This is an optimization exercise on Yosys and OpenROAD, whose aim is small area, not a production implementation.
Only simulation tests tie the RTL to the original design; equivalence was not proved.
Power is estimated from default activity; no workload was simulated. The clock port is modelled as an ideal driver; clocking choices that lean on that would not hold on a real chip.

==> design/flow/run.sh <==
#!/bin/bash
# synth_recipe.tcl (not shown) runs the flow's synth.tcl, then flattens the netlist and writes it again
# the make line also repeats each setting of config.mk as NAME=value (left out here)
make -C /OpenROAD-flow-scripts/flow DESIGN_CONFIG=/design/flow/config.mk WORK_HOME=/design/flow/orfs CLKGATE_MAP_FILE= SYNTH_SCRIPT=/design/flow/synth_recipe.tcl finish
==> design/flow/config.mk <==
export PLATFORM = sky130hd
export DESIGN_NAME = cgra_trace_capture
export DESIGN_NICKNAME = cgra_trace_capture
export VERILOG_FILES = /design/flow/design.v
export SDC_FILE = /design/flow/constraint.sdc
export NUM_CORES = 4
export LEC_CHECK = 0
export CAP_MARGIN = 20
export CORE_MARGIN = 2
export CORE_UTILIZATION = 45
export PLACE_DENSITY = 0.6
export SLEW_MARGIN = 20
export SYNTH_MEMORY_MAX_BITS = 8192
==> design/flow/constraint.sdc <==
create_clock -name core_clock -period 10.0 [get_ports {clock}]
set_input_delay 2.0000 -clock core_clock [delete_from_list [all_inputs] [get_ports {clock}]]
set_output_delay 2.0000 -clock core_clock [all_outputs]
set_load 0.01 [all_outputs]
==> design/flow/design.v <==
module cgra_trace_capture #(
    parameter int LANES = 16,
    parameter int DW    = 32,
    parameter int DEPTH = 8,
    parameter int CNT_W = 16
) (
    input  logic                  clock,
    input  logic                  reset,
    input  logic                  cap_start,
    input  logic                  cap_stop,
    input  logic [CNT_W-1:0]      cfg_frames,
    input  logic [LANES-1:0]      lane_valid,
    input  logic [LANES*DW-1:0]   lane_data,
    output logic                  busy,
    output logic [CNT_W-1:0]      drop_cnt,
    output logic                  out_valid,
    input  logic                  out_ready,
    output logic [LANES*(DW+1)-1:0] out_lanes,
    output logic [CNT_W-1:0]      out_seq
);
    localparam int FW = LANES * (DW + 1);
    localparam int AW = $clog2(DEPTH);
    localparam logic [AW:0] FULL_CNT = (AW+1)'(DEPTH);
    localparam logic [1:0] ST_IDLE    = 2'd0;
    localparam logic [1:0] ST_CAPTURE = 2'd1;
    localparam logic [1:0] ST_DRAIN   = 2'd2;
    logic [1:0]       state_q, state_d;
    logic [CNT_W-1:0] budget_q, budget_d;
    logic [CNT_W-1:0] offered_q, offered_d;
    logic [CNT_W-1:0] seq_q, seq_d;
    logic [CNT_W-1:0] drop_q, drop_d;
    logic [AW-1:0]    wr_ptr_q, rd_ptr_q;
    logic [AW:0]      count_q, count_d;
    logic [FW-1:0]    mem_lanes_q [DEPTH];
    logic [CNT_W-1:0] mem_seq_q   [DEPTH];
    logic [FW-1:0]    frame;
    logic [CNT_W-1:0] offered_inc;
    logic             offer, pop, full, push, drop, budget_hit;
    always_comb begin
        frame = '0;
        for (int i = 0; i < LANES; i++) begin
            frame[i*(DW+1) +: DW+1] = {lane_valid[i], lane_data[i*DW +: DW]};
        end
    end
    assign offer       = (state_q == ST_CAPTURE) && (lane_valid != '0);
    assign pop         = (count_q != '0) && out_ready;
    assign full        = (count_q == FULL_CNT) && !pop;
    assign push        = offer && !full;
    assign drop        = offer && full;
    assign offered_inc = offered_q + 1'b1;
    assign budget_hit  = offer && (budget_q != '0) && (offered_inc == budget_q);
    always_comb begin
        state_d   = state_q;
        budget_d  = budget_q;
        offered_d = offered_q;
        seq_d     = seq_q;
        drop_d    = drop_q;
        if (offer) offered_d = offered_inc;
        if (push) seq_d = seq_q + 1'b1;
        if (drop && (drop_q != '1)) drop_d = drop_q + 1'b1;
        case (state_q)
            ST_IDLE: begin
                if (cap_start) begin
                    state_d   = ST_CAPTURE;
                    budget_d  = cfg_frames;
                    offered_d = '0;
                    seq_d     = '0;
                    drop_d    = '0;
                end
            end
            ST_CAPTURE: begin
                if (cap_stop || budget_hit) state_d = ST_DRAIN;
            end
            ST_DRAIN: begin
                if (count_q == '0) state_d = ST_IDLE;
            end
            default: state_d = ST_IDLE;
        endcase
    end
    always_comb begin
        count_d = count_q;
        case ({push, pop})
            2'b10:   count_d = count_q + 1'b1;
            2'b01:   count_d = count_q - 1'b1;
            default: count_d = count_q;
        endcase
    end
    always_ff @(posedge clock) begin
        if (reset) begin
            state_q   <= ST_IDLE;
            budget_q  <= '0;
            offered_q <= '0;
            seq_q     <= '0;
            drop_q    <= '0;
            wr_ptr_q  <= '0;
            rd_ptr_q  <= '0;
            count_q   <= '0;
        end else begin
            state_q   <= state_d;
            budget_q  <= budget_d;
            offered_q <= offered_d;
            seq_q     <= seq_d;
            drop_q    <= drop_d;
            count_q   <= count_d;
            if (push) wr_ptr_q <= wr_ptr_q + 1'b1;
            if (pop)  rd_ptr_q <= rd_ptr_q + 1'b1;
        end
    end
    always_ff @(posedge clock) begin
        if (push) begin
            mem_lanes_q[wr_ptr_q] <= frame;
            mem_seq_q[wr_ptr_q]   <= seq_q;
        end
    end
    assign out_valid = (count_q != '0);
    assign out_lanes = out_valid ? mem_lanes_q[rd_ptr_q] : '0;
    assign out_seq   = out_valid ? mem_seq_q[rd_ptr_q] : '0;
    assign busy             = (state_q != ST_IDLE);
    assign drop_cnt         = drop_q;
endmodule
==> results of run 1 <==
logic make-up after synthesis:
| logic type | count (synthesis) | synth area share |
|---|---|---|
| compound gates | 59 | 0.00238 |
| buf+inv | 399 | 0.00993 |
| fa+ha+maj | 9 | 0.000714 |
| simple gates | 782 | 0.0189 |
| flops | 4431 | 0.787 |
| xor+xnor | 67 | 0.00349 |
| mux | 1632 | 0.178 |
area by class of cell:
cell class / count / share of cell area
sequential: 4431 / 0.661
timing repair buffer: 1244 / 0.0637
clock inverter: 250 / 0.0114
multi-input combinational: 2549 / 0.172
inverter: 17 / 0.000319
antenna: 56 / 0.000700
tap: 4972 / 0.0311
clock buffer: 576 / 0.0597
power groups by stage:
stage	clock network, mW	registers, mW	logic (mW)
5_1_grt	17.2	20.9	10.8
3_3_place_gp	0	21.2	10.4
6_report	16.2	20.9	10.3
2_1_floorplan	0	21.4	4.76
3_5_place_dp	0	21.3	10.5
4_1_cts	16.5	20.9	10.5
stage by stage:
step                utilization  std cells
floorplan                     -       7379
global placement          0.499      13212
detailed placement        0.499      13212
CTS                       0.537      14038
global route              0.537      14079
finish                    0.538      14095
metal layers:
| metal | vias up | track usage | wire length [um] |
|---|---|---|---|
| li1 | 33464 | - | - |
| met1 | 42506 | 0.284 | 166000 |
| met2 | 2378 | 0.353 | 207000 |
| met3 | 716 | 0.0387 | 24200 |
| met4 | 74 | 0.0784 | 13800 |
| met5 | - | 0 | 446 |
synthesized netlist by cell type (4+ instances only):
master and instances:
a21oi_1 33, a31oi_1 4, and3_1 5, buf_1 79
buf_2 134, clkbuf_1 167, dfxtp_1 79, edfxtp_1 4352
ha_1 8, inv_1 16, mux2i_1 544, mux4_2 1088
nand2_1 76, nand3_1 19, nand4_1 12, nor2_1 619
nor3_1 11, nor3b_1 5, nor4_1 13, o21ai_0 5
or3_1 5, xnor2_1 35, xor2_1 32
sequential cells by signal (all words and copies together) (netlist names), named ones only:
signal       flops
seq_q           16
count_q          4
state_q          2
mem_lanes_q   4224
offered_q       16
budget_q        16
wr_ptr_q         3
mem_seq_q      128
drop_q          16
rd_ptr_q         3
worst max path at each step:
stage	to	slack, ns	start
3_5_place_dp	mem_lanes_q[1][175]$_DFFE_PP_	2.59	lane_valid[8]
2_1_floorplan	mem_lanes_q[2][0]$_DFFE_PP_	-6.76	lane_valid[2]
3_3_place_gp	mem_lanes_q[1][175]$_DFFE_PP_	2.62	lane_valid[8]
4_1_cts	out_lanes[271]	3.05	flop
5_1_grt	out_lanes[271]	2.91	flop
6_report	out_lanes[271]	3.29	flop
worst max-delay path: stages (launching register included):
cell and delay (ns):
dfxtp_4 0.87, buf_12 0.46, buf_4 0.67, mux4_2 0.59
mux2i_1 0.16, nor2_1 0.15, clkdlybuf4s50_1 0.59
==> key figures, run 1 <==
Timing
  • Final setup fails: 0
  • Unrepaired setup endpoints after global routing: false
  • Final Skew: between 0.07 and 0.08 ns
  • Relative slew slack: 0.191
  • Final min period: approximately 6.7 ns
  • Final worst setup slack: around 3.3 ns
  • Hold_ws: about 0.5 ns
  • Fin. Hold Viols: 0
  • Final period util: 0.671
  • Worst-margin pin slew: ~1.2 ns
  • Fmax: 0.149 GHz
  • Setup tns final: 0 ns
  • Max Slew Vio Count: 0

Worst setup path
  • Crit path max fanout: 65
  • Crit path capture type: output pin
  • Worst endpoint data arrival time: around 4.7 ns
  • Reg2reg setup slack: 5.61 ns
  • Startpoint class of the critical path: flop
  • R2R cell count: 7
  • Crit Reg-Reg Endpoint: mem_lanes_q[1][257]$_DFFE_PP_
  • Critical path class: reg -> out
  • Worst r2r src: state_q[0]$_SDFFE_PP0P_
  • WP data required: roughly 8 ns

Clock tree
  • Clk slew on worst S/H paths: around 0.06 ns
  • CTS tree: done
  • Clock network latency to the later pin of the worst-skew pair: between 0.9 and 1 ns
  • CTS max path bufs: 4
  • Cts bufs inserted: 450
  • CTS Hold Bufs: 0
  • Postcts setup bufs: 0
  • PostCTS Resize Cnt: 0
  • Root buffer cell: clkbuf_16
  • CTS Sinks: between 4k and 5k
  • H-tree depth: 5

Logic synthesis
  • Unique masters post-synth: 55
  • Syn_nets: about 8k
  • Yosys warnings: 1
  • Top post-synthesis cells by area: edfxtp_1, mux4_2, mux2i_1
  • Number of synthesized flops with an enable pin: around 4.4k
  • Post-synth top area cell: edfxtp_1
  • Flops & latches, synth: about 4.4k
  • Top-area cell type share of the netlist area: 0.777
  • Ys flop type: edfxtp_1
  • Syn_area_per_cell: between 20 and 25 um2
  • Post-Synthesis Cell Area: 0.168 mm2
  • Asr flop ratio synth: 0
  • Synth Instances: ~7.4k
  • Sequential fraction of the synthesis area: 0.787

Cells and area
  • Layout cells sized above 1: 0.206
  • # fillers: roughly 29k
  • Commonest non-fill, non-tap cells in the layout: edfxtp_1, clkdlybuf4s50_1, mux4_2
  • P&R area growth vs syn: 19.0%
  • Final net count: ~9.3k
  • FF+latch area: 0.132 mm2
  • Footprint of the multi-input gates: between 0.03 and 0.04 mm2
  • Most common cell after layout, fill and taps aside: edfxtp_1
  • Fin area: around 0.20 mm2

Pwr
  • Leakage power: approximately 60 nW
  • Psw: about 13 mW
  • Sw frac: 0.271
  • Total power: 47.3 mW
  • Pint: 34.5 mW
  • Clock group share of total power: 0.342
  • Power Dens Cells: 237 mW/mm2
  • Power share of the sequential group: 0.441
  • Comb pwr share: 0.218
  • Worst vdd ir: 0.000434 V

Detailed routing
  • DRC violations left: 0
  • Post-DRT Antenna Nets: 0
  • Post-Route WL: around 410000 um
  • DR pass1 iterations: 6
  • Vias: roughly 79k
  • Initial DRC count: 6549
  • DR vias/cell: 5.61
  • DR WL/cell: between 20 and 30 um

GRT
  • Grt ovf: 0
  • Tot GR Track Use: 0.213
  • First-pass GRT wire length: 592000 um
  • Vias in the first global route: a little over 80k
  • Largest net degree at the start of global routing: around 160
  • Initial antenna violation count: 152

Placement
  • Detail Placement HPWL: between 200000 and 250000 um
  • RD Place Congestion: slightly below 0.8
  • Post-place instance area: ~0.19 mm2
  • PortBufs: around 1.1k
  • Worst slack at placement: between 2 and 3 ns

Hold path
  • Min-delay worst type: reg -> reg
  • Hold Startpoint: rd_ptr_q[1]$_SDFFE_PP0P_
  • Hold path depth: 2

Floorplanning
  • Initial Utilization: 0.452
  • Die Footprint: between 0.3 and 0.4 mm2
  • Core area: between 0.3 and 0.4 mm2
  • Die height: about 600 um
  • Ports: 1111
  • DIE WIDTH: 615 um
  • Num rows: ~220

Job
  • Max-cap violations: 0

Outcome
  • Status: timing/DRC/antenna clean
==> inputs of run 2 (changes only) <==
==> design/flow/design.v (replaced) <==
module cgra_trace_capture #(
    parameter int LANES = 16,
    parameter int DW    = 32,
    parameter int DEPTH = 8,
    parameter int CNT_W = 16
) (
    input  logic                  clock,
    input  logic                  reset,
    input  logic                  cap_start,
    input  logic                  cap_stop,
    input  logic [CNT_W-1:0]      cfg_frames,
    input  logic [LANES-1:0]      lane_valid,
    input  logic [LANES*DW-1:0]   lane_data,
    output logic                  busy,
    output logic [CNT_W-1:0]      drop_cnt,
    output logic                  out_valid,
    input  logic                  out_ready,
    output logic [LANES*(DW+1)-1:0] out_lanes,
    output logic [CNT_W-1:0]      out_seq
);
    localparam int FW = LANES * (DW + 1);
    localparam int AW = $clog2(DEPTH);
    logic             capture_q, drain_q;
    logic             has_budget_q;
    logic [CNT_W-1:0] rem_q;
    logic [CNT_W-1:0] seq_q;
    logic [CNT_W-1:0] drop_q;
    logic [AW:0]      count_q;
    logic [DEPTH-1:0] rsel_q;    
    logic [FW-1:0]    mem_q [DEPTH];
    logic [FW-1:0]    frame;
    logic [CNT_W-1:0] head_seq;
    logic [DEPTH-1:0] wsel;
    logic [CNT_W-1:0] seq_d;
    logic [AW:0]      count_d;
    logic             idle, start, offer, pop, full, push, drop, budget_hit;
    always_comb begin
        for (int i = 0; i < LANES; i++) begin
            frame[i*(DW+1) +: DW+1] = {lane_valid[i], lane_data[i*DW +: DW]};
        end
    end
    assign idle       = !capture_q && !drain_q;
    assign start      = idle && cap_start;
    assign offer      = capture_q && (lane_valid != '0);
    assign out_valid  = (count_q != '0);
    assign pop        = out_valid && out_ready;
    assign full       = count_q[AW] && !pop;
    assign push       = offer && !full;
    assign drop       = offer && full;
    assign budget_hit = offer && has_budget_q && (rem_q == CNT_W'(1));
    always_ff @(posedge clock) begin
        if (reset) begin
            capture_q <= 1'b0;
            drain_q   <= 1'b0;
        end else if (start) begin
            capture_q <= 1'b1;
        end else if (capture_q) begin
            if (cap_stop || budget_hit) begin
                capture_q <= 1'b0;
                drain_q   <= 1'b1;
            end
        end else if (drain_q) begin
            if (!out_valid) drain_q <= 1'b0;
        end
    end
    always_ff @(posedge clock) begin
        if (start) begin
            rem_q        <= cfg_frames;
            has_budget_q <= (cfg_frames != '0);
        end else if (offer) begin
            rem_q        <= rem_q - 1'b1;
        end
    end
    always_comb begin
        seq_d   = seq_q;
        count_d = count_q;
        if (push) seq_d = seq_q + 1'b1;
        if (push && !pop) count_d = count_q + 1'b1;
        else if (pop && !push) count_d = count_q - 1'b1;
        if (reset) count_d = '0;
        if (reset || start) seq_d = '0;
    end
    always_ff @(posedge clock) begin
        seq_q   <= seq_d;
        count_q <= count_d;
        if (reset || start) begin
            drop_q <= '0;
        end else if (drop && (drop_q != '1)) begin
            drop_q <= drop_q + 1'b1;
        end
    end
    logic [CNT_W-1:0] head_seq_d;
    assign head_seq_d = seq_d - CNT_W'(count_d);
    always_ff @(posedge clock) begin
        for (int r = 0; r < DEPTH; r++) begin
            rsel_q[r] <= (count_d != '0) && (head_seq_d[AW-1:0] == AW'(r));
        end
    end
    assign head_seq = seq_q - CNT_W'(count_q);
    always_comb begin
        for (int r = 0; r < DEPTH; r++) begin
            wsel[r] = push && (seq_q[AW-1:0] == AW'(r));
        end
    end
    always_ff @(posedge clock) begin
        for (int r = 0; r < DEPTH; r++) begin
            if (wsel[r]) mem_q[r] <= frame;
        end
    end
    always_comb begin
        out_lanes = '0;
        for (int r = 0; r < DEPTH; r++) begin
            out_lanes = out_lanes | ({FW{rsel_q[r]}} & mem_q[r]);
        end
    end
    assign out_seq  = out_valid ? head_seq : '0;
    assign busy     = !idle;
    assign drop_cnt = drop_q;
endmodule
==> run 2 against run 1 <==
- clock power about the same
- sequential power is 2% lower
- critical endpoint is now out_lanes[483]
- setup slack improved by 0.43 ns
- count of clock-buffer cells in the layout shrank 70
- die area shrank 9.7%
- sequential share of layout area increased by 4.0 points
- critical path type unchanged
- combinational power grew 31%
==> key figures, run 2 <==
Clock tree
  • Clk slew on worst S/H paths: 0.06 ns (about the same)
  • CTS Sinks: 4287 (was 4431)
  • CTS max path bufs: 4 (unchanged)
  • Root buffer cell: clkbuf_16 (unchanged)
  • CTS tree: done (unchanged)
  • CTS Hold Bufs: 0 (unchanged)
  • Clock network latency to the later pin of the worst-skew pair: 0.97 ns (about the same)
  • Cts bufs inserted: 429 (was 450)
  • Postcts setup bufs: 0 (unchanged)
  • H-tree depth: 5 (unchanged)
  • PostCTS Resize Cnt: 0 (unchanged)

Floorplanning
  • Ports: 1111 (unchanged)
  • Initial Utilization: 0.452 (about the same)
  • Die Footprint: 0.342 mm2 (was 0.379 mm2)
  • DIE WIDTH: 585 um (was 615 um)
  • Core area: 0.336 mm2 (was 0.372 mm2)
  • Die height: 585 um (was 615 um)
  • Num rows: 213 (was 224)

Timing
  • Setup tns final: 0 ns (unchanged)
  • Fmax: 0.159 GHz (was 0.149 GHz)
  • Max Slew Vio Count: 0 (unchanged)
  • Final setup fails: 0 (unchanged)
  • Fin. Hold Viols: 0 (unchanged)
  • Unrepaired setup endpoints after global routing: false (unchanged)
  • Worst-margin pin slew: 1.17 ns (was 1.21 ns)
  • Relative slew slack: 0.222 (was 0.191)
  • Final min period: 6.28 ns (was 6.71 ns)
  • Final period util: 0.628 (was 0.671)
  • Final Skew: 0.0527 ns (was 0.0797 ns)

Detailed routing
  • DR pass1 iterations: 6 (unchanged)
  • Post-DRT Antenna Nets: 0 (unchanged)
  • DR vias/cell: 6.05 (was 5.61)
  • DR WL/cell: 30.9 um (was 29.2 um)
  • Post-Route WL: 431000 um (was 411000 um)
  • DRC violations left: 0 (unchanged)
  • Vias: 84.4k (was 79.1k)
  • Initial DRC count: 9024 (was 6549)

Cells and area
  • # fillers: 25.7k (was 28.6k)
  • Most flops, register: mem_q (was mem_lanes_q)
  • Commonest non-fill, non-tap cells in the layout: edfxtp_1, a22oi_1, clkdlybuf4s50_1 (was edfxtp_1, clkdlybuf4s50_1, mux4_2)
  • Largest register FFs: 4224 (unchanged)
  • Most common cell after layout, fill and taps aside: edfxtp_1 (unchanged)
  • Non-Filler Instances: 13.9k (was 14.1k)
  • Layout cells sized above 1: 0.0863 (was 0.206)
  • Final net count: 9585 (was 9251)
  • P&R area growth vs syn: 20.5% (was 19.0%)

Logic synthesis
  • Flops & latches, synth: 4287 (was 4431)
  • Share of cell area taken by muxes after synthesis: 0.000462 (was 0.178)
  • Yosys warnings: 2 (was 1)
  • Syn_nets: 8368 (was 7937)
  • Xor/xnor share of the synthesized area: 0.00277 (was 0.00349)
  • Top post-synthesis cells by area: edfxtp_1, a22oi_1, nand4_1 (was edfxtp_1, mux4_2, mux2i_1)
  • Main combinational cell family by area after synthesis: compound AO/OA/AOI/OAI gates (was multiplexers)
  • Adder-Cell Fraction of Synth Area: 0.00167 (was 0.000714)
  • Post-synth top area cell: edfxtp_1 (unchanged)
  • Syn_area_per_cell: 19.5 um2 (was 22.8 um2)
  • Post-Synthesis Cell Area: 0.152 mm2 (was 0.168 mm2)
  • Sequential fraction of the synthesis area: 0.845 (was 0.787)
  • Most common cell in the synthesized netlist: edfxtp_1 (unchanged)
  • Area fraction in and, or, nand and nor cells after synthesis: 0.0292 (was 0.0189)
  • Asr flop ratio synth: 0 (unchanged)
  • Unique masters post-synth: 56 (was 55)
  • Post-synthesis compound-gate area fraction: 0.108 (was 0.00238)
  • Synth Instances: 7800 (was 7379)
  • Top-area cell type share of the netlist area: 0.839 (was 0.777)
  • Number of synthesized flops with an enable pin: 4241 (was 4352)
  • Ys flop type: edfxtp_1 (unchanged)
  • Most common library cells after synthesis: edfxtp_1, a22oi_1, nand4_1 (was edfxtp_1, mux4_2, nor2_1)

GRT
  • Vias in the first global route: 81.7k (was 81.3k)
  • First-pass GRT wire length: 608000 um (was 592000 um)
  • Largest net degree at the start of global routing: 134 (was 157)
  • Initial antenna violation count: 146 (was 152)
  • Grt ovf: 0 (unchanged)
  • Tot GR Track Use: 0.243 (was 0.213)

Worst setup path
  • Worst endpoint data arrival time: 4.28 ns (was 4.71 ns)
  • Critical path class: reg -> out (unchanged)
  • Critical Path Source: rsel_q[4]$_DFF_P_
  • WP data required: 8.00 ns (about the same)
  • Crit path max fanout: 101 (was 65)
  • Cell Chain, Critical Path: buf_12 > buf_4 > a22oi_1 > nand4_1 > clkdlybuf4s50_1 (was buf_12 > buf_4 > mux4_2 > mux2i_1 > nor2_1 > clkdlybuf4s50_1)
  • Startpoint class of the critical path: flop (unchanged)
  • Worst r2r src: capture_q$_SDFF_PP0_ (was state_q[0]$_SDFFE_PP0P_)
  • CP max stage delay: 0.78 ns (was 0.87 ns)
  • Crit path capture type: output pin (unchanged)
  • Slowest-stage cell, CP: dfxtp_4 (unchanged)

Placement
  • PortBufs: 1110 (unchanged)
  • Detail Placement HPWL: 241000 um (was 237000 um)
  • RD Place Congestion: 0.832 (was 0.787)
  • Placed Instances: 13.1k (was 13.2k)

Job
  • Max-cap violations: 0 (unchanged)

Hold path
  • Min-delay worst type: reg -> reg (unchanged)
  • Hold Startpoint: drop_q[4]$_SDFFE_PP0P_ (was rd_ptr_q[1]$_SDFFE_PP0P_)

Outcome
  • Status: timing/DRC/antenna clean (unchanged)

Pwr
  • Power Dens Cells: 273 mW/mm2 (was 237 mW/mm2)
  • Worst vdd ir: 0.000249 V (was 0.000434 V)
  • Leakage power: 55.6 nW (was 60.2 nW)
## run 2: kinds of logic (layout without fill, tap and decap cells)
family | after synthesis | count (layout)
AO/OA/AOI/OAI | 2184 | 2184
XOR/XNOR | 48 | 48
adder cells (fa/ha/maj) | 19 | 19
multiplexers | 7 | 7
flip-flops | 4287 | 4287
buffers and inverters | 519 | 2088
AND/OR/NAND/NOR | 736 | 736
other | 0 | 56
## run 2: through the flow
stage / cell area, um2 / worst slack, ns / utilization / hold slack, ns / total power [mW]
after floorplan: 152000 / -5.79 / - / 0.469 / 25.9
after global placement: 169000 / 3.28 / 0.502 / 0.495 / 34.2
after detailed placement: 169000 / 3.31 / 0.502 / 0.512 / 34.2
after CTS: 183000 / 3.66 / 0.544 / 0.526 / 50.1
after global routing: 183000 / 3.59 / 0.544 / 0.558 / 51.4
final: 183000 / 3.72 / 0.544 / 0.524 / 49.9
## run 2: worst paths after layout
path,slack [ns],endpoint,depth (start not counted)
max,3.72,out_lanes[483],5
min,0.52,drop_q[4]$_SDFFE_PP0P_,2
max reg2reg,5.98,mem_q[1][348]$_DFFE_PP_,7
min reg2reg,0.52,drop_q[4]$_SDFFE_PP0P_,2
## run 2: power breakdown
| part | total, mW | internal [mW] | leakage, nW | switching, mW |
|---|---|---|---|---|
| logic | 13.5 | 5.41 | 10.1 | 8.06 |
| registers | 20.4 | 20.1 | 38.7 | 0.266 |
| clock network | 16.0 | 9.25 | 6.88 | 6.74 |
| total | 49.9 | 34.8 | 55.6 | 15.1 |
## run 2: routing by layer
layer / up-vias / global-route usage / part of all wire
met5: - / 0 / 0.0015
met4: 104 / 0.0768 / 0.032
met3: 719 / 0.0627 / 0.092
met2: 3734 / 0.377 / 0.47
met1: 44063 / 0.339 / 0.41
li1: 35753 / - / -
## run 2: area by class of cell
class,instances,area [um2],area share
antenna,56,140,0.000766
clock buffer,506,11100,0.0605
clock inverter,277,3030,0.0166
inverter,27,101,0.000554
multi-input combinational,2994,21600,0.118
sequential,4287,128000,0.702
tap,4515,5650,0.0309
timing repair buffer,1278,13000,0.0713
## run 2: worst max-delay path, delay by kind of cell, from the launching register on
family	cells	cell delay (ns)
flip-flops	1	0.78
AO/OA/AOI/OAI	1	0.19
buffers and inverters	3	1.71
AND/OR/NAND/NOR	1	0.14
==> inputs of run 3 (changes only) <==
==> design/flow/flow/run.sh (new file) <==
#!/bin/bash
# Own layout flow: the standard synthesis and layout, with
#  * a post-synthesis area remap of the read mux's combinational cells (flow/remap.py),
#  * the port buffers made as the smallest buffer cell instead of the resizer's default pick,
#  * a clock tree with larger sink clusters and no dummy loads.
# Each tool's output goes to a log file of its own in this folder.
set -euo pipefail
R=orfs/results/${FLOW_PLATFORM}/cgra_trace_capture/base

bash standard.sh synth > 1_synth_standard.log 2>&1

python3 flow/remap.py "$R/1_2_yosys.v" > 1_remap.log 2>&1
rm -f "$R/1_synth.odb" "$R/1_synth.sdc"

CTS="-sink_clustering_enable -repair_clock_nets -dont_use_dummy_load"
CTS="$CTS $(cat flow/cts_args.txt)"
bash standard.sh \
  "BUFFER_PORTS_ARGS=-buffer_cell sky130_fd_sc_hd__buf_1" \
  "CTS_ARGS=$CTS" \
  finish > 2_layout.log 2>&1
==> design/flow/flow/cts_args.txt (new file) <==
-sink_clustering_size 20 -sink_clustering_max_diameter 80
==> design/flow/flow/remap.py (new file) <==
#!/usr/bin/env python3
"""Post-synthesis area remap of the head-frame read mux (combinational cells only).

ABC maps each 8-way AND-OR of the read mux to four a22oi_1 feeding a nand4_1. This rewrites
every such group whose a22oi outputs have no other load into a222oi_1 + a222oi_1 + a22oi_1
feeding a nand3_1, the same function in less area. Registers are not touched.
usage: remap.py netlist.v   (rewritten in place)
"""
import re
import sys
from collections import Counter

P = "sky130_fd_sc_hd__"
path = sys.argv[1]
text = open(path).read()

inst_re = re.compile(r"^  (" + P + r"\w+) (\S+) \((.*?)\n  \);\n", re.S | re.M)
pin_re = re.compile(r"\.(\w+)\(([^()]*)\)")

insts = {}
order = []
for m in inst_re.finditer(text):
    cell, name, body = m.group(1), m.group(2), m.group(3)
    pins = {p: n for p, n in pin_re.findall(body)}
    insts[name] = (cell, pins, m.span())
    order.append(name)

uses = Counter()
for cell, pins, _ in insts.values():
    for n in pins.values():
        uses[n.strip()] += 1
# nets used outside instance pins (assigns, ports) count as extra loads
other = "\n".join(l for l in inst_re.sub("", text).splitlines() if l.strip().startswith("assign"))
for tok in re.findall(r"(\\\S+ |[A-Za-z_][\w$]*(?:\[\d+\])?)", other):
    uses[tok.strip()] += 1

drv = {}
for name, (cell, pins, _) in insts.items():
    if cell == P + "a22oi_1":
        drv[pins["Y"].strip()] = name

repl = {}  # name -> new text (or "" to delete)


def fmt(cell, name, pins):
    body = ",\n".join(f"    .{p}({n})" for p, n in pins)
    return f"  {cell} {name} (\n{body}\n  );\n"


count = 0
for name in order:
    cell, pins, _ = insts[name]
    if cell != P + "nand4_1":
        continue
    srcs = [drv.get(pins[p].strip()) for p in "ABCD"]
    if any(s is None or s in repl for s in srcs):
        continue
    if any(uses[pins[p].strip()] != 2 for p in "ABCD"):
        continue
    terms = []
    for s in srcs:
        sp = insts[s][1]
        terms += [(sp["A1"], sp["A2"]), (sp["B1"], sp["B2"])]
    y = [insts[s][1]["Y"] for s in srcs]
    g = [terms[0:3], terms[3:6]]
    for k in range(2):
        t = g[k]
        repl[srcs[k]] = fmt(P + "a222oi_1", srcs[k], [("A1", t[0][0]), ("A2", t[0][1]), ("B1", t[1][0]), ("B2", t[1][1]), ("C1", t[2][0]), ("C2", t[2][1]), ("Y", y[k])])
    t = terms[6:8]
    repl[srcs[2]] = fmt(P + "a22oi_1", srcs[2], [("A1", t[0][0]), ("A2", t[0][1]), ("B1", t[1][0]), ("B2", t[1][1]), ("Y", y[2])])
    repl[srcs[3]] = ""
    repl[name] = fmt(P + "nand3_1", name, [("A", y[0]), ("B", y[1]), ("C", y[2]), ("Y", pins["Y"])])
    count += 1

out = []
pos = 0
for name in sorted(repl, key=lambda n: insts[n][2][0]):
    a, b = insts[name][2]
    out.append(text[pos:a])
    out.append(repl[name])
    pos = b
out.append(text[pos:])
new = "".join(out)
# drop the wire declarations of the nets that no longer exist
for name in repl:
    if repl[name] == "" and insts[name][0] == P + "a22oi_1":
        n = insts[name][1]["Y"].strip()
        new = new.replace(f"  wire {n};\n", "", 1)
open(path, "w").write(new)
print(f"remap: rewrote {count} read-mux groups")
==> design/flow/standard.sh (new file) <==
#!/bin/bash
# synth_recipe.tcl (not shown) runs the flow's synth.tcl, then flattens the netlist and writes it again
# the make line also repeats each setting of config.mk as NAME=value (left out here)
make -C /OpenROAD-flow-scripts/flow DESIGN_CONFIG=/design/flow/config.mk WORK_HOME=/design/flow/orfs CLKGATE_MAP_FILE= SYNTH_SCRIPT=/design/flow/synth_recipe.tcl "${@:-finish}"
--- a/design/flow/config.mk
+++ b/design/flow/config.mk
@@ -7,7 +7,7 @@
 export LEC_CHECK = 0
 export CAP_MARGIN = 20
 export CORE_MARGIN = 2
-export CORE_UTILIZATION = 45
-export PLACE_DENSITY = 0.6
+export CORE_UTILIZATION = 55
+export PLACE_DENSITY = 0.65
 export SLEW_MARGIN = 20
 export SYNTH_MEMORY_MAX_BITS = 8192
removed: design/flow/run.sh
==> run 3 against run 2 <==
- hold slack better by 0.0094 ns
- sequential power barely moved
- global-route usage up 3.5 points
- via count fell by 2.9%
- sequential cell count unchanged
- critical endpoint is now out_lanes[488]
- clock skew rose by 0.042 ns
==> key figures, run 3 <==
Detailed routing
  • DR WL/cell: 33.5 um (was 30.9 um)
  • Initial DRC count: 13.5k (was 9024)
  • DR pass1 iterations: 12 (was 6)
  • DRC violations left: 0 (unchanged)
  • Post-DRT Antenna Nets: 0 (unchanged)
  • DR vias/cell: 6.89 (was 6.05)
  • Vias: 82.0k (was 84.4k)
  • Post-Route WL: 399000 um (was 431000 um)

Floorplanning
  • Num rows: 191 (was 213)
  • Ports: 1111 (unchanged)
  • Die Footprint: 0.276 mm2 (was 0.342 mm2)
  • Initial Utilization: 0.553 (was 0.452)
  • Core area: 0.271 mm2 (was 0.336 mm2)
  • DIE WIDTH: 526 um (was 585 um)
  • Die height: 526 um (was 585 um)

Timing
  • Setup tns final: 0 ns (unchanged)
  • Fmax: 0.162 GHz (was 0.159 GHz)
  • Unrepaired setup endpoints after global routing: false (unchanged)
  • Relative slew slack: 0.168 (was 0.222)
  • Final period util: 0.617 (was 0.628)
  • Final min period: 6.17 ns (was 6.28 ns)
  • Final setup fails: 0 (unchanged)
  • Final Skew: 0.0945 ns (was 0.0527 ns)
  • Hold_ws: 0.534 ns (was 0.524 ns)
  • Worst-margin pin slew: 1.25 ns (was 1.17 ns)
  • Max Slew Vio Count: 0 (unchanged)
  • Fin. Hold Viols: 0 (unchanged)

Logic synthesis
  • Post-Synthesis Cell Area: 0.150 mm2 (was 0.152 mm2)
  • Syn_nets: 7840 (was 8368)
  • Synth Instances: 7272 (was 7800)
  • Syn_area_per_cell: 20.6 um2 (was 19.5 um2)
  • Yosys warnings: 2 (unchanged)

Worst setup path
  • Startpoint class of the critical path: flop (unchanged)
  • Worst r2r src: capture_q$_SDFF_PP0_ (unchanged)
  • Crit path max fanout: 143 (was 101)
  • Worst endpoint data arrival time: 4.17 ns (was 4.28 ns)
  • Crit path capture type: output pin (unchanged)
  • Critical path class: reg -> out (unchanged)
  • Critical Path Source: rsel_q[3]$_DFF_P_ (was rsel_q[4]$_DFF_P_)
  • WP data required: 8.00 ns (about the same)

Cells and area
  • # fillers: 19.1k (was 25.7k)
  • P&R area growth vs syn: 9.73% (was 20.5%)
  • Layout cells sized above 1: 0.0480 (was 0.0863)
  • Largest register FFs: 4224 (unchanged)
  • Most common cell after layout, fill and taps aside: edfxtp_1 (unchanged)
  • FF+latch area: 0.128 mm2 (unchanged)
  • Commonest non-fill, non-tap cells in the layout: edfxtp_1, buf_1, a222oi_1 (was edfxtp_1, a22oi_1, clkdlybuf4s50_1)
  • Fin util: 0.607 (was 0.544)
  • Most flops, register: mem_q (unchanged)
  • Footprint of the multi-input gates: 0.0196 mm2 (was 0.0216 mm2)
  • Final net count: 8824 (was 9585)

GRT
  • Grt ovf: 0 (unchanged)
  • First-pass GRT wire length: 566000 um (was 608000 um)
  • Tot GR Track Use: 0.279 (was 0.243)
  • Initial antenna violation count: 161 (was 146)
  • Largest net degree at the start of global routing: 150 (was 134)
  • Vias in the first global route: 77.5k (was 81.7k)

Outcome
  • Status: timing/DRC/antenna clean (unchanged)

Hold path
  • Min-delay worst type: reg -> reg (unchanged)
  • Hold Startpoint: drop_q[5]$_SDFFE_PP0P_ (was drop_q[4]$_SDFFE_PP0P_)

Clock tree
  • Clk slew on worst S/H paths: 0.08 ns (was 0.06 ns)
  • PostCTS Resize Cnt: 0 (unchanged)
  • CTS Hold Bufs: 0 (unchanged)
  • CTS max path bufs: 4 (unchanged)
  • Postcts setup bufs: 0 (unchanged)
  • Clock network latency to the later pin of the worst-skew pair: 0.94 ns (was 0.97 ns)
  • Cts bufs inserted: 238 (was 429)
  • CTS tree: done (unchanged)
  • Root buffer cell: clkbuf_16 (unchanged)
  • H-tree depth: 4 (was 5)
  • CTS Sinks: 4287 (unchanged)

Job
  • Max-cap violations: 0 (unchanged)

Placement
  • Detail Placement HPWL: 220000 um (was 241000 um)
  • PortBufs: 1110 (unchanged)
  • RD Place Congestion: 0.838 (was 0.832)

Pwr
  • Leakage power: 49.4 nW (was 55.6 nW)
  • Worst vdd ir: 0.000215 V (was 0.000249 V)
  • Power Dens Cells: 246 mW/mm2 (was 273 mW/mm2)
-- run 3: layout make-up --
| class | instances | area share |
|---|---|---|
| Multi-Input combinational cell | 2466 | 0.119 |
| Clock buffer | 238 | 0.0362 |
| Antenna cell | 66 | 0.00101 |
| Sequential cell | 4287 | 0.781 |
| Timing Repair Buffer | 1236 | 0.0351 |
| Inverter | 27 | 0.000617 |
| Tap cell | 3570 | 0.0272 |
-- run 3: stage by stage --
| stage | setup WS [ns] | area [um2] | power (mW) | std cells |
|---|---|---|---|---|
| after floorplan | -5.79 | 150000 | 26.0 | 7272 |
| after CTS | 3.80 | 164000 | 40.4 | 11824 |
| after detailed placement | 3.37 | 158000 | 31.2 | 11586 |
| final | 3.83 | 164000 | 40.4 | 11890 |
| after global placement | 3.59 | 158000 | 31.2 | 11586 |
| after global routing | 3.74 | 164000 | 41.5 | 11865 |
-- run 3: power by group --
group / switching [mW] / leakage [nW] / internal (mW)
Sequential: 0.307 / 38.7 / 20.1
Clock: 5.23 / 2.93 / 4.20
Combinational: 7.66 / 7.83 / 2.88
Total: 13.2 / 49.4 / 27.2
-- run 3: critical path, stage by stage (launching register included) --
cell	delay, ns
dfxtp_4	1.03
buf_12	0.62
buf_4	0.58
a222oi_1	0.17
nand3_1	0.20
buf_1	0.25
-- run 3: per-layer routing --
| metal | wire (um) | GRT usage |
|---|---|---|
| met5 | 814 | 0 |
| met4 | 13100 | 0.0906 |
| met1 | 151000 | 0.401 |
| met3 | 48500 | 0.0695 |
| met2 | 185000 | 0.422 |
-- run 3: worst paths after layout --
check                       endpoint  slack, ns  depth (start not counted)
min reg2reg   drop_q[5]$_SDFFE_PP0P_       0.53                          2
max reg2reg  mem_q[1][398]$_DFFE_PP_       5.50                          6
min           drop_q[5]$_SDFFE_PP0P_       0.53                          2
max                   out_lanes[488]       3.83                          5
==> inputs of run 4 (changes only) <==
==> design/flow/flow/cts_args.txt (replaced) <==
-sink_clustering_size 30 -sink_clustering_max_diameter 100
==> design/flow/config.mk (replaced) <==
export PLATFORM = sky130hd
export DESIGN_NAME = cgra_trace_capture
export DESIGN_NICKNAME = cgra_trace_capture
export VERILOG_FILES = /design/flow/design.v
export SDC_FILE = /design/flow/constraint.sdc
export NUM_CORES = 4
export LEC_CHECK = 0
export CAP_MARGIN = 10
export CORE_MARGIN = 2
export CORE_UTILIZATION = 65
export PLACE_DENSITY = 0.75
export SLEW_MARGIN = 10
export SYNTH_MEMORY_MAX_BITS = 8192
==> run 4 against run 3 <==
- critical endpoint is now out_lanes[32]
- non-clock buffer count fell by 4
- clock skew fell by 0.0061 ns
- via count rose by 0.10%
- still clean
- highest routed layer unchanged
==> key figures, run 4 <==
Hold path
  • Hold path depth: 2 (unchanged)
  • Worst Hold Endpoint: drop_q[5]$_SDFFE_PP0P_ (unchanged)
  • Min-delay worst type: reg -> reg (unchanged)
  • Hold Startpoint: drop_q[5]$_SDFFE_PP0P_ (unchanged)

Detailed routing
  • DR WL/cell: 33.9 um (was 33.5 um)
  • Vias: 82.0k (about the same)
  • Post-Route WL: 383000 um (was 399000 um)
  • Post-DRT Antenna Nets: 0 (unchanged)
  • DR vias/cell: 7.26 (was 6.89)
  • DR pass1 iterations: 13 (was 12)
  • DRC violations left: 0 (unchanged)
  • Initial DRC count: 15.7k (was 13.5k)

Cells and area
  • Final net count: 8743 (was 8824)
  • P&R area growth vs syn: 7.97% (was 9.73%)
  • Largest register FFs: 4224 (unchanged)
  • Most flops, register: mem_q (unchanged)
  • Most common cell after layout, fill and taps aside: edfxtp_1 (unchanged)
  • Layout cells sized above 1: 0.0385 (was 0.0480)
  • Commonest non-fill, non-tap cells in the layout: edfxtp_1, buf_1, a222oi_1 (unchanged)

Worst setup path
  • Crit path capture type: output pin (unchanged)
  • WP data required: 8.00 ns (about the same)
  • R2R cell count: 7 (was 6)
  • Reg2reg setup slack: 5.97 ns (was 5.50 ns)
  • Crit path max fanout: 57 (was 143)
  • Startpoint class of the critical path: flop (unchanged)
  • Critical path class: reg -> out (unchanged)
  • Worst r2r src: capture_q$_SDFF_PP0_ (unchanged)
  • Worst endpoint data arrival time: 4.06 ns (was 4.17 ns)
  • Crit Reg-Reg Endpoint: mem_q[6][447]$_DFFE_PP_ (was mem_q[1][398]$_DFFE_PP_)

GRT
  • Tot GR Track Use: 0.319 (was 0.279)
  • Vias in the first global route: 78.0k (was 77.5k)
  • Initial antenna violation count: 164 (was 161)
  • Largest net degree at the start of global routing: 153 (was 150)
  • First-pass GRT wire length: 548000 um (was 566000 um)
  • Grt ovf: 0 (unchanged)

Clock tree
  • CTS Hold Bufs: 0 (unchanged)
  • Clock network latency to the later pin of the worst-skew pair: 0.85 ns (was 0.94 ns)
  • Postcts setup bufs: 0 (unchanged)
  • Clk slew on worst S/H paths: 0.10 ns (was 0.08 ns)
  • PostCTS Resize Cnt: 0 (unchanged)
  • Cts bufs inserted: 161 (was 238)
  • H-tree depth: 4 (unchanged)
  • CTS Sinks: 4287 (unchanged)
  • Root buffer cell: clkbuf_16 (unchanged)
  • CTS max path bufs: 3 (was 4)
  • CTS tree: done (unchanged)

Timing
  • Setup tns final: 0 ns (unchanged)
  • Fmax: 0.165 GHz (was 0.162 GHz)
  • Unrepaired setup endpoints after global routing: false (unchanged)
  • Fin. Hold Viols: 0 (unchanged)
  • Final min period: 6.06 ns (was 6.17 ns)
  • Relative slew slack: 0.168 (about the same)
  • Final worst setup slack: 3.94 ns (was 3.83 ns)
  • Final setup fails: 0 (unchanged)
  • Final period util: 0.606 (was 0.617)
  • Worst-margin pin slew: 1.25 ns (about the same)
  • Max Slew Vio Count: 0 (unchanged)
  • Final Skew: 0.0884 ns (was 0.0945 ns)

Floorplanning
  • Core area: 0.229 mm2 (was 0.271 mm2)
  • Initial Utilization: 0.653 (was 0.553)
  • DIE WIDTH: 484 um (was 526 um)
  • Die Footprint: 0.234 mm2 (was 0.276 mm2)
  • Ports: 1111 (unchanged)
  • Num rows: 176 (was 191)
  • Die height: 484 um (was 526 um)

Job
  • Max-cap violations: 0 (unchanged)

Logic synthesis
  • Post-Synthesis Cell Area: 0.150 mm2 (unchanged)
  • Synth Instances: 7272 (unchanged)
  • Syn_nets: 7840 (unchanged)
  • Yosys warnings: 2 (unchanged)
  • Syn_area_per_cell: 20.6 um2 (unchanged)

Pwr
  • Leakage power: 48.4 nW (was 49.4 nW)
  • Worst vdd ir: 0.000262 V (was 0.000215 V)
  • Power Dens Cells: 238 mW/mm2 (was 246 mW/mm2)

Placement
  • RD Place Congestion: 0.943 (was 0.838)
  • Worst slack at placement: 3.79 ns (was 3.37 ns)
  • Detail Placement HPWL: 214000 um (was 220000 um)
  • PortBufs: 1110 (unchanged)

Outcome
  • Status: timing/DRC/antenna clean (unchanged)
==> run 4: where the power goes <==
part | leakage [nW] | switching (mW) | internal [mW] | total [mW]
registers | 38.7 | 0.242 | 20.1 | 20.3
logic | 7.79 | 7.59 | 2.87 | 10.5
clock network | 1.98 | 4.80 | 2.91 | 7.71
==> run 4: worst max-delay path, cell delays in order (launching register included) <==
cell and delay (ns):
dfxtp_4 0.86, buf_4 0.82, buf_4 0.69, a222oi_1 0.19
nand3_1 0.16, buf_1 0.37
==> run 4: routing by layer <==
metal	vias up	track usage	share of wire
met5	-	0	0.0019
met4	114	0.140	0.047
met3	738	0.0803	0.13
met2	6011	0.480	0.47
met1	41510	0.451	0.35
li1	33672	-	-
==> run 4: worst max-delay path by stage <==
stage	endpoint	cells past startpoint	startpoint
global route	out_lanes[32]	5	rsel_q[1]$_DFF_P_
global placement	mem_q[4][52]$_DFFE_PP_	9	lane_valid[10]
CTS	out_lanes[32]	5	rsel_q[1]$_DFF_P_
floorplan	mem_q[0][0]$_DFFE_PP_	6	out_ready
detailed placement	mem_q[4][60]$_DFFE_PP_	8	lane_valid[9]
finish	out_lanes[32]	5	rsel_q[1]$_DFF_P_
==> run 4: stage by stage <==
step | area, um2 | total power [mW] | util | hold WS, ns | std cells
global route | 162000 | 39.5 | 0.704 | 0.560 | 11263
floorplan | 150000 | 26.0 | - | 0.469 | 7272
CTS | 161000 | 38.4 | 0.704 | 0.519 | 11199
finish | 162000 | 38.5 | 0.705 | 0.525 | 11296
detailed placement | 157000 | 31.0 | 0.686 | 0.509 | 11038
global placement | 157000 | 30.9 | 0.686 | 0.485 | 11038
==> run 4: layout make-up <==
type	count	area, um2
Inverter	27	101
Antenna cell	97	243
Sequential cell	4287	128000
Tap cell	3026	3790
Timing Repair Buffer	1232	5660
Multi-Input combinational cell	2466	19600
Clock buffer	161	4030
Fill cell	13787	67800

## what the ideal ports hide
Ports are ideal in the flow. The routed layouts listed here were re-timed in OpenROAD.
Step 1 assumes that a clkbuf_16 drives the clock port and a buf_2 every other input.
Step 2 times the ports against the registers' clock, not the clock port: input delays grow and output delays shrink by t, the midpoint of the rising clock arrivals with the driver on.
a / b / c = no drivers / after step 1 / after step 2; a / b = the first two.
run	t (ns)	slack for setup (ns)	clock arrival spread, ns	worst data-port slew with drivers (ns)	cell pins on the clock port's net
run 1	1.037	3.290 / 3.181 / 2.796	0.082 / 0.082	0.23	1
run 2	1.048	3.716 / 3.609 / 3.158	0.059 / 0.059	0.24	1
run 3	1.011	3.831 / 3.721 / 3.518	0.101 / 0.102	0.24	1
run 4	0.911	3.936 / 3.837 / 3.620	0.101 / 0.101	0.25	1
After both steps setup and hold are still met in every run listed. For run 2, which loses most, drivers alone change the setup slack by -0.107 ns; drivers and shift together by -0.558 ns.
